From an optimization exercise on the open Yosys and OpenROAD flow, aimed at small area, a short achievable clock period and few clock cycles per item; shortcuts taken in it are not production practice. At most, simulation tests tie the RTL to the original design; equivalence was not proved. Power is estimated from default activity; no workload was simulated.

Design pov_panel_top, start of the top module:
module pov_panel_top (
   input  logic                  clk_in,
   input  logic                  rst_in,
   input  logic                  host_req,
   input  logic                  host_sel,      
   input  logic [(1 + $clog2(8) + $clog2(16))-1:0] host_addr,     
   input  logic [(3 * 3)-1:0]  host_wdata,
   output logic                  host_ack,
   output logic [2:0]            rgb0,
   output logic [2:0]            rgb1,
   output logic                  led_clk,
   output logic                  led_latch,
   output logic                  led_output_enable,
   output logic [$clog2(8)-1:0]  hub75_address
);
   logic                  wr_en;
   logic [$clog2(8):0]    wr_ring;
   logic [(3 * 3)-1:0]  wr_data;
   logic                  pend_v;
   logic                  ctrl_enable;
   logic [8-1:0] ctrl_unit;
   logic [$clog2(16)-1:0]  ph;
   logic [$clog2(8)-1:0]  rd_row;
   logic [1:0]            rd_plane;
   logic [2:0]            rd_top;
   logic [2:0]            rd_bot;
   logic [1:0]            lat_plane;
   logic                  lit_free;
   logic                  lat_load_n;
   host_regs u_host_regs (
      .clk_in      (clk_in),
      .rst_in      (rst_in),
  ...
export LEC_CHECK = 0
export ABC_AREA = 1
export CAP_MARGIN = 20
export CORE_MARGIN = 2
export CORE_UTILIZATION = 50
export CTS_BUF_LIST = sky130_fd_sc_hd__clkbuf_16
export CTS_CLUSTER_DIAMETER = 100
export CTS_CLUSTER_SIZE = 30
export SETUP_SLACK_MARGIN = 5
export SLEW_MARGIN = 20
export TNS_END_PERCENT = 100
create_clock -name core_clock -period 8.0 [get_ports {clk_in}]
standard.sh (not shown) runs the stock make flow with config.mk's settings and CLKGATE_MAP_FILE= SYNTH_SCRIPT=/design/flow/synth_recipe.tcl, a recipe that flattens the netlist after the stock synthesis.
==> flow/flow/run.sh <==
#!/bin/bash
set -euo pipefail
KNOBS="SETUP_SLACK_MARGIN=5.4 MATCH_CELL_FOOTPRINT=0"
bash standard.sh $KNOBS place > make_place.log 2>&1
PLACE_ODB=orfs/results/sky130hd/pov_panel_top/base/3_place.odb \
  openroad -no_init -exit flow/pin_flops.tcl > pin_flops.log 2>&1
bash standard.sh $KNOBS finish > make_finish.log 2>&1
==> flow/flow/pin_flops.tcl <==
# Move the flip-flop behind each output port's buffer next to that buffer,
# then legalise. Reads and rewrites the placed database named in PLACE_ODB.
read_db $::env(PLACE_ODB)
set block [ord::get_db_block]
set moved 0
foreach bterm [$block getBTerms] {
  if {[$bterm getIoType] ne "OUTPUT"} { continue }
  set net [$bterm getNet]
  set buf ""
  foreach it [$net getITerms] {
    if {[$it isOutputSignal]} { set buf [$it getInst] }
  }
  if {$buf eq ""} { continue }
  set in_net ""
  foreach it [$buf getITerms] {
    if {[$it isInputSignal] && [$it getNet] ne "NULL"} { set in_net [$it getNet] }
  }
  if {$in_net eq ""} { continue }
  set ff ""
  foreach it [$in_net getITerms] {
    if {[$it isOutputSignal]} { set ff [$it getInst] }
  }
  if {$ff eq ""} { continue }
  set mname [[$ff getMaster] getName]
  if {![string match "sky130_fd_sc_hd__*df*" $mname]} { continue }
  lassign [$buf getLocation] bx by
  $ff setLocation $bx $by
  $ff setPlacementStatus PLACED
  incr moved
  puts "moved [$ff getName] ($mname) to the buffer of [$bterm getName] at $bx $by"
}
puts "moved $moved flip-flops"
detailed_placement
check_placement -verbose
write_db $::env(PLACE_ODB)
The baseline finished with timing, DRC and antenna clean.
Testbench counts at the start, summed over its fixed seeds: cycles 18,708, lines 192.
==> next run, changes <==
==> flow/flow/run.sh (replaced) <==
#!/bin/bash
set -euo pipefail
KNOBS="SETUP_SLACK_MARGIN=5.6 MATCH_CELL_FOOTPRINT=0"
bash standard.sh $KNOBS place > make_place.log 2>&1
PLACE_ODB=orfs/results/sky130hd/pov_panel_top/base/3_place.odb \
  openroad -no_init -exit flow/pin_flops.tcl > pin_flops.log 2>&1
bash standard.sh $KNOBS finish > make_finish.log 2>&1
--- a/flow/config.mk
+++ b/flow/config.mk
@@ -6,5 +6,4 @@
 export NUM_CORES = 4
 export LEC_CHECK = 0
-export ABC_AREA = 1
 export CAP_MARGIN = 20
 export CORE_MARGIN = 2
Total power decreases by 0.52%. Area after synthesis is lower by 0.49%. Routed wire length is about the same. Sequential share of layout area went down by 0.73 points. Critical path depth stays the same. Count of clock-buffer cells in the layout came out higher by 4.
==> next run, changes <==
==> flow/flow/run.sh (replaced) <==
#!/bin/bash
set -euo pipefail
KNOBS="SETUP_SLACK_MARGIN=5.4 MATCH_CELL_FOOTPRINT=0"
bash standard.sh $KNOBS place > make_place.log 2>&1
PLACE_ODB=orfs/results/sky130hd/pov_panel_top/base/3_place.odb \
  openroad -no_init -exit flow/pin_flops.tcl > pin_flops.log 2>&1
bash standard.sh $KNOBS finish > make_finish.log 2>&1
--- a/flow/config.mk
+++ b/flow/config.mk
@@ -8,5 +8,5 @@
 export CAP_MARGIN = 20
 export CORE_MARGIN = 2
-export CORE_UTILIZATION = 50
+export CORE_UTILIZATION = 40
 export CTS_BUF_LIST = sky130_fd_sc_hd__clkbuf_16
 export CTS_CLUSTER_DIAMETER = 100
Effect:
- count of clock-buffer cells in the layout falls by 3
- sequential power stays flat
- register-to-register slack loses 0.12 ns
==> next run, changes <==
--- a/flow/config.mk
+++ b/flow/config.mk
@@ -8,5 +8,5 @@
 export CAP_MARGIN = 20
 export CORE_MARGIN = 2
-export CORE_UTILIZATION = 40
+export CORE_UTILIZATION = 50
 export CTS_BUF_LIST = sky130_fd_sc_hd__clkbuf_16
 export CTS_CLUSTER_DIAMETER = 100
After rerunning: Synthesized cell count stays the same; non-clock buffer count grows by 7; cell count shrinks by a little under a tenth; synthesized area stays the same; wire length grows by a few percent; via count is higher slightly; clock skew hardly moves; design area shrinks slightly; power goes down slightly.
==> next run, changes <==
--- a/flow/config.mk
+++ b/flow/config.mk
@@ -9,7 +9,7 @@
 export CORE_MARGIN = 2
 export CORE_UTILIZATION = 50
-export CTS_BUF_LIST = sky130_fd_sc_hd__clkbuf_16
-export CTS_CLUSTER_DIAMETER = 100
-export CTS_CLUSTER_SIZE = 30
+export CTS_BUF_LIST = sky130_fd_sc_hd__clkbuf_8
+export CTS_CLUSTER_DIAMETER = 60
+export CTS_CLUSTER_SIZE = 18
 export SETUP_SLACK_MARGIN = 5
 export SLEW_MARGIN = 20
Global-route usage goes up by 0.27 points.
Worst setup slack got worse by 0.14 ns.
Sequential power hardly moves.
Power goes down by about 0.44%.
Routed wire length goes up by about 1.5%.
Final cell count goes up by about 1.8%.
Sequential share of layout area goes down by 0.14 points.
Via count goes up by 1.8%.
Count of clock-buffer cells in the layout goes up by 71.

Another version of the RTL of pov_panel_top (not shown whole).
Size in the first run: ~2900 cells after synthesis, roughly 34 I/O pins, about 52000 um2 of cells after synthesis.
## pov_panel_top
module pov_panel_top (
   input  logic                  clk_in,
   input  logic                  rst_in,
   input  logic                  host_req,
   input  logic                  host_sel,      
   input  logic [(1 + $clog2(8) + $clog2(16))-1:0] host_addr,     
   input  logic [(3 * 3)-1:0]  host_wdata,
   output logic                  host_ack,
   output logic [2:0]            rgb0,
   output logic [2:0]            rgb1,
   output logic                  led_clk,
   output logic                  led_latch,
   output logic                  led_output_enable,
   output logic [$clog2(8)-1:0]  hub75_address
);
Settings: LEC_CHECK=0, CAP_MARGIN=20, CORE_MARGIN=2, CORE_UTILIZATION=50, CTS_BUF_LIST=sky130_fd_sc_hd__clkbuf_16, CTS_CLUSTER_DIAMETER=100, CTS_CLUSTER_SIZE=30, SETUP_SLACK_MARGIN=5, SLEW_MARGIN=20, TNS_END_PERCENT=100; clock period 8.0 ns.
run.sh (not shown) runs the stock make flow with config.mk's settings and CLKGATE_MAP_FILE= SYNTH_SCRIPT=/design/flow/synth_recipe.tcl, a recipe that flattens the netlist after the stock synthesis.
Stock flow here: none of the scripts above is used.
Testbench counts at the start, summed over its fixed seeds: cycles 18,708, lines 192.
Next try:
==> flow/config.mk (replaced) <==
export PLATFORM = sky130hd
export DESIGN_NAME = pov_panel_top
export DESIGN_NICKNAME = pov_panel_top
export VERILOG_FILES = /design/flow/design.v
export SDC_FILE = /design/flow/constraint.sdc
export NUM_CORES = 4
export LEC_CHECK = 0
export CAP_MARGIN = 20
export CORE_MARGIN = 2
export CORE_UTILIZATION = 30
export SLEW_MARGIN = 20
After rerunning: The changed run completed with no timing, DRC or antenna violations. Critical path depth stays the same. Worst hold slack loses 0.020 ns. Count of clock-buffer cells in the layout goes up by 225. Power goes up by 24%. Design area goes up by 9.9%. Worst setup slack loses 1.3 ns. Die area goes up by 66%. Global-route usage goes down by 5.6 points. Final cell count goes up by 28%. Sequential cell count does not change.
Next try:
--- a/flow/config.mk
+++ b/flow/config.mk
@@ -9,3 +9,5 @@
 export CORE_MARGIN = 2
 export CORE_UTILIZATION = 30
+export SETUP_SLACK_MARGIN = 5
 export SLEW_MARGIN = 20
+export TNS_END_PERCENT = 100
What happened: The changed run passed the timing, design-rule and antenna checks; via count stays flat; cell area stays flat; core utilization is about the same; worst hold slack is about the same; die area does not change; clock-buffer cell count stays the same; total power is about the same; sequential power stays flat.

The RTL this note starts from:
==> flow/design.v <==
module host_regs (
   input  logic                  clk_in,
   input  logic                  rst_in,
   input  logic                  host_req,
   input  logic                  host_sel,      
   input  logic [(1 + $clog2(8) + $clog2(16))-1:0] host_addr,
   input  logic [(3 * 3)-1:0]  host_wdata,
   input  logic [$clog2(16)-1:0]  ph,            
   output logic                  host_ack,
   output logic                  wr_en,         
   output logic [$clog2(8):0]    wr_ring,       
   output logic [(3 * 3)-1:0]  wr_data,
   output logic                  ctrl_enable,
   output logic [8-1:0] ctrl_unit
);
   logic [$clog2(16)-1:0] host_slot;
   logic                 idle_q;       
   logic                 take_ctrl;
   assign host_slot = {host_addr[$clog2(16)-2:0], host_addr[$clog2(16)-1]};
   assign take_ctrl = idle_q && host_req && !host_sel;
   assign wr_en     = idle_q && host_req && host_sel && (host_slot == ph);
   assign wr_ring   = host_addr[(1 + $clog2(8) + $clog2(16))-1:$clog2(16)];
   assign wr_data   = host_wdata;
   always_ff @(posedge clk_in) begin
      if (rst_in) begin
         host_ack    <= 1'b0;
         idle_q      <= 1'b1;
         ctrl_enable <= 1'b0;
         ctrl_unit   <= {{(8-1){1'b0}}, 1'b1};
      end else begin
         host_ack <= idle_q ? (take_ctrl || wr_en) : host_req;
         if (!idle_q) begin
            idle_q <= !host_req;
         end else if (take_ctrl || wr_en) begin
            idle_q <= 1'b0;
         end
         if (take_ctrl) begin
            ctrl_enable <= host_wdata[0];
            ctrl_unit   <= host_wdata[(8 + 1)-1:1];
         end
      end
   end
endmodule
module frame_memory (
   input  logic                  clk_in,
   input  logic                  wr_en,
   input  logic [$clog2(8):0]    wr_ring,
   input  logic [(3 * 3)-1:0]  wr_data,
   input  logic [$clog2(8)-1:0]  rd_row,
   input  logic [1:0]            rd_plane,
   output logic [2:0]            rd_top,
   output logic [2:0]            rd_bot
);
   localparam int NRING = 2 * 8;
   localparam int RBITS = 16 * (3 * 3);
   logic [(3 * 3)-1:0] tap [NRING];
   for (genvar g = 0; g < NRING; g++) begin : g_ring
      logic [RBITS-1:0] ring;
      always_ff @(posedge clk_in) begin
         ring <= {(wr_en && wr_ring == g) ? wr_data : ring[(3 * 3)-1:0],
                  ring[RBITS-1:(3 * 3)]};
      end
      assign tap[g] = ring[(3 * 3)-1:0];
   end
   logic [(3 * 3)-1:0] top_pix;
   logic [(3 * 3)-1:0] bot_pix;
   assign top_pix = tap[{1'b0, rd_row}];
   assign bot_pix = tap[{1'b1, rd_row}];
   always_comb begin
      case (rd_plane)
         2'd1:    begin
            rd_top = {top_pix[7], top_pix[4], top_pix[1]};
            rd_bot = {bot_pix[7], bot_pix[4], bot_pix[1]};
         end
         2'd2:    begin
            rd_top = {top_pix[8], top_pix[5], top_pix[2]};
            rd_bot = {bot_pix[8], bot_pix[5], bot_pix[2]};
         end
         default: begin
            rd_top = {top_pix[6], top_pix[3], top_pix[0]};
            rd_bot = {bot_pix[6], bot_pix[3], bot_pix[0]};
         end
      endcase
   end
endmodule
module scan_sequencer (
   input  logic                  clk_in,
   input  logic                  rst_in,
   input  logic                  enable,
   input  logic                  lit_free,     
   input  logic [2:0]            rd_top,
   input  logic [2:0]            rd_bot,
   output logic [$clog2(16)-1:0]  ph,
   output logic [$clog2(8)-1:0]  rd_row,
   output logic [1:0]            rd_plane,
   output logic [1:0]            lat_plane,    
   output logic                  lat_load_n,   
   output logic [2:0]            rgb0,
   output logic [2:0]            rgb1,
   output logic                  led_clk,
   output logic                  led_latch,
   output logic [$clog2(8)-1:0]  hub75_address
);
   localparam logic [1:0] S_IDLE  = 2'd0;    
   localparam logic [1:0] S_SHIFT = 2'd1;    
   localparam logic [1:0] S_DONE  = 2'd2;    
   logic [1:0]           sstate;
   logic                 turn;       
   logic [$clog2(8)-1:0] sh_row;     
   logic [1:0]           sh_plane;
   logic [$clog2(8)-1:0] lat_row;    
   logic                 allowed;
   logic                 latch_now;
   logic                 start;
   logic [5:0]           col_q;
   assign rd_row   = sh_row;
   assign rd_plane = sh_plane;
   assign lat_plane = (sh_plane == 2'd0) ? 2'd2 : sh_plane - 1'b1;
   assign lat_row   = ((sh_plane == 2'd2) || (sh_plane == 2'd1 && sstate != S_DONE))
                      ? sh_row : sh_row - 1'b1;
   assign allowed   = (sh_plane != 2'd0) || enable;
   assign latch_now = (sstate == S_DONE) && lit_free;
   assign start     = (ph == '0) && allowed && ((sstate == S_IDLE) || latch_now);
   always_ff @(posedge clk_in) begin
      ph <= ph + 1'b1;
   end
   always_ff @(posedge clk_in) begin
      if (rst_in) begin
         sstate    <= S_IDLE;
         turn      <= 1'b0;
         sh_row    <= '0;
         sh_plane  <= '0;
         led_clk    <= 1'b0;
         led_latch  <= 1'b0;
         lat_load_n <= 1'b1;
      end else begin
         led_clk    <= (sstate == S_SHIFT) && ph[0];
         led_latch  <= latch_now;
         lat_load_n <= !latch_now;
         case (sstate)
            S_IDLE: begin
               if (start) begin
                  sstate <= S_SHIFT;
                  turn   <= 1'b0;
               end
            end
            S_SHIFT: begin
               if (ph == '1) begin
                  turn <= 1'b1;
                  if (turn) begin
                     sstate <= S_DONE;
                     if (sh_plane == 2'd2) begin
                        sh_plane <= '0;
                        sh_row   <= sh_row + 1'b1;
                     end else begin
                        sh_plane <= sh_plane + 1'b1;
                     end
                  end
               end
            end
            S_DONE: begin
               if (latch_now) begin
                  sstate <= start ? S_SHIFT : S_IDLE;
                  turn   <= 1'b0;
               end
            end
            default: begin
               sstate <= S_IDLE;
            end
         endcase
      end
   end
   always_ff @(posedge clk_in) begin
      hub75_address <= lat_row;
   end
   always_ff @(posedge clk_in) begin
      col_q <= {rd_bot, rd_top};
      {rgb1, rgb0} <= turn ? {rd_bot, rd_top} : col_q;
   end
endmodule
module hub75_output (
   input  logic                  clk_in,
   input  logic                  rst_in,
   input  logic                  lat_load_n,   
   input  logic [1:0]            lat_plane,
   input  logic [8-1:0] unit,
   output logic                  lit_free,
   output logic                  led_output_enable
);
   logic [(8 + 3 - 1)-1:0] disp_cnt;
   logic [8-1:0] unit_n;
   logic [8-1:0] unit_q;
   logic [8-1:0] unit_l;
   logic                  lit_q;       
   assign unit_n   = (unit == '0) ? {{(8-1){1'b0}}, 1'b1} : unit;
   assign unit_l   = (lat_plane == 2'd0) ? unit_n : unit_q;
   assign lit_free = !lit_q || (disp_cnt == (8 + 3 - 1)'(1));
   always_ff @(posedge clk_in) begin
      if (rst_in) begin
         led_output_enable <= 1'b1;
         lit_q             <= 1'b0;
      end else begin
         led_output_enable <= lat_load_n && (!lit_q || disp_cnt == (8 + 3 - 1)'(1));
         lit_q             <= !lat_load_n || (lit_q && disp_cnt != (8 + 3 - 1)'(1));
      end
   end
   always_ff @(posedge clk_in) begin
      if (!lat_load_n) begin
         disp_cnt <= {{(3-1){1'b0}}, unit_l} << lat_plane;
         if (lat_plane == 2'd0) unit_q <= unit_n;
      end else begin
         disp_cnt <= disp_cnt - 1'b1;
      end
   end
endmodule
module pov_panel_top (
   input  logic                  clk_in,
   input  logic                  rst_in,
   input  logic                  host_req,
   input  logic                  host_sel,      
   input  logic [(1 + $clog2(8) + $clog2(16))-1:0] host_addr,     
   input  logic [(3 * 3)-1:0]  host_wdata,
   output logic                  host_ack,
   output logic [2:0]            rgb0,
   output logic [2:0]            rgb1,
   output logic                  led_clk,
   output logic                  led_latch,
   output logic                  led_output_enable,
   output logic [$clog2(8)-1:0]  hub75_address
);
   logic                  wr_en;
   logic [$clog2(8):0]    wr_ring;
   logic [(3 * 3)-1:0]  wr_data;
   logic                  ctrl_enable;
   logic [8-1:0] ctrl_unit;
   logic [$clog2(16)-1:0]  ph;
   logic [$clog2(8)-1:0]  rd_row;
   logic [1:0]            rd_plane;
   logic [2:0]            rd_top;
   logic [2:0]            rd_bot;
   logic [1:0]            lat_plane;
   logic                  lit_free;
   logic                  lat_load_n;
   host_regs u_host_regs (
      .clk_in      (clk_in),
      .rst_in      (rst_in),
      .host_req    (host_req),
      .host_sel    (host_sel),
      .host_addr   (host_addr),
      .host_wdata  (host_wdata),
      .ph          (ph),
      .host_ack    (host_ack),
      .wr_en       (wr_en),
      .wr_ring     (wr_ring),
      .wr_data     (wr_data),
      .ctrl_enable (ctrl_enable),
      .ctrl_unit   (ctrl_unit)
   );
   frame_memory u_frame_memory (
      .clk_in   (clk_in),
      .wr_en    (wr_en),
      .wr_ring  (wr_ring),
      .wr_data  (wr_data),
      .rd_row   (rd_row),
      .rd_plane (rd_plane),
      .rd_top   (rd_top),
      .rd_bot   (rd_bot)
   );
   scan_sequencer u_scan_sequencer (
      .clk_in        (clk_in),
      .rst_in        (rst_in),
      .enable        (ctrl_enable),
      .lit_free      (lit_free),
      .rd_top        (rd_top),
      .rd_bot        (rd_bot),
      .ph            (ph),
      .rd_row        (rd_row),
      .rd_plane      (rd_plane),
      .lat_plane     (lat_plane),
      .lat_load_n    (lat_load_n),
      .rgb0          (rgb0),
      .rgb1          (rgb1),
      .led_clk       (led_clk),
      .led_latch     (led_latch),
      .hub75_address (hub75_address)
   );
   hub75_output u_hub75_output (
      .clk_in            (clk_in),
      .rst_in            (rst_in),
      .lat_load_n        (lat_load_n),
      .lat_plane         (lat_plane),
      .unit              (ctrl_unit),
      .lit_free          (lit_free),
      .led_output_enable (led_output_enable)
   );
endmodule
==> flow/config.mk <==
export PLATFORM = sky130hd
export DESIGN_NAME = pov_panel_top
export DESIGN_NICKNAME = pov_panel_top
export VERILOG_FILES = /design/flow/design.v
export SDC_FILE = /design/flow/constraint.sdc
export NUM_CORES = 4
export LEC_CHECK = 0
export ABC_CLOCK_PERIOD_IN_PS = 2700
export CAP_MARGIN = 20
export CORE_MARGIN = 2
export CORE_UTILIZATION = 50
export CTS_BUF_LIST = sky130_fd_sc_hd__clkbuf_16
export CTS_CLUSTER_DIAMETER = 100
export CTS_CLUSTER_SIZE = 30
export SETUP_SLACK_MARGIN = 5
export SLEW_MARGIN = 20
export TNS_END_PERCENT = 100
==> flow/constraint.sdc <==
create_clock -name core_clock -period 8.0 [get_ports {clk_in}]
set_input_delay 1.6000 -clock core_clock [delete_from_list [all_inputs] [get_ports {clk_in}]]
set_output_delay 1.6000 -clock core_clock [all_outputs]
set_load 0.01 [all_outputs]
standard.sh (not shown) runs the stock make flow with config.mk's settings and CLKGATE_MAP_FILE= SYNTH_SCRIPT=/design/flow/synth_recipe.tcl, a recipe that flattens the netlist after the stock synthesis.
==> flow/flow/run.sh <==
#!/bin/bash
set -euo pipefail
KNOBS="SETUP_SLACK_MARGIN=5.4 MATCH_CELL_FOOTPRINT=0"
bash standard.sh $KNOBS place > make_place.log 2>&1
PLACE_ODB=orfs/results/sky130hd/pov_panel_top/base/3_place.odb \
  openroad -no_init -exit flow/pin_flops.tcl > pin_flops.log 2>&1
bash standard.sh $KNOBS finish > make_finish.log 2>&1
Scripts as last shown in full above: flow/flow/pin_flops.tcl
Change:
- ABC_AREA: not set -> 1
- ABC_CLOCK_PERIOD_IN_PS: 2700 -> not set
Cell area is higher by 0.58%.
Critical path depth is lower by 6.
Die area is higher by 1.2%.
Worst setup slack improved by 0.20 ns.
Wire length is higher by 5.2%.
Area after synthesis is higher by 1.3%.
Flip-flop and latch count is unchanged.
Power is higher by 0.57%.
Clock-buffer cell count is higher by 2.
Sequential share of layout area is lower by 0.50 points.
Change:
- ABC_AREA: 1 -> not set
Result:
- critical path depth climbs by 6
- worst setup slack degrades by 0.20 ns
- non-clock buffer count increases by 3
- utilization is about the same
- flip-flop and latch count is unchanged
- via count is lower by roughly a tenth
- count of clock-buffer cells in the layout drops by 2
- final area came out lower slightly
No functional check of the RTL was part of any run of this note.

-- separate check: timing with driven ports --
No port has a modelled driver above. Below, the same layouts with a new extraction and two added sets of constraints.
Step 1 assumes that a clkbuf_16 drives the clock port and a buf_2 every other input.
Step 2 times the ports against the registers' clock, not the clock port: input delays grow and output delays shrink by t, the midpoint of the rising clock arrivals with the driver on.
a / b / c = ideal ports / drivers / drivers and shift; a / b = the first two.
run | t, ns | slack for setup (ns) | hold slack, ns
the first run of note 1 | 0.750 | 5.245 / 5.177 / 4.901 | 0.304 / 0.304 / 0.304
the second run of note 1 | 0.741 | 5.260 / 5.194 / 4.914 | 0.319 / 0.319 / 0.319
the third run of note 1 | 0.738 | 5.237 / 5.171 / 5.040 | 0.320 / 0.320 / 0.320
the fourth run of note 1 | 0.722 | 5.276 / 5.212 / 4.966 | 0.313 / 0.313 / 0.313
the fifth run of note 1 | 0.857 | 5.138 / 5.076 / 5.000 | 0.309 / 0.309 / 0.309
the first run of note 2 | 0.756 | 5.069 / 5.003 / 4.958 | 0.310 / 0.310 / 0.310
the second run of note 2 | 0.847 | 3.754 / 3.677 / 4.524 | 0.290 / 0.290 / 0.290
the third run of note 2 | 0.851 | 5.065 / 4.987 / 4.611 | 0.289 / 0.289 / 0.289
the first run of note 3 | 0.738 | 5.056 / 5.080 / 4.342 | 0.323 / 0.323 / 0.323
the second run of note 3 | 0.743 | 5.260 / 5.198 / 4.650 | 0.307 / 0.307 / 0.307
the third run of note 3 | 0.738 | 5.056 / 5.080 / 4.342 | 0.323 / 0.323 / 0.323
After both steps setup and hold are still met in every run listed.
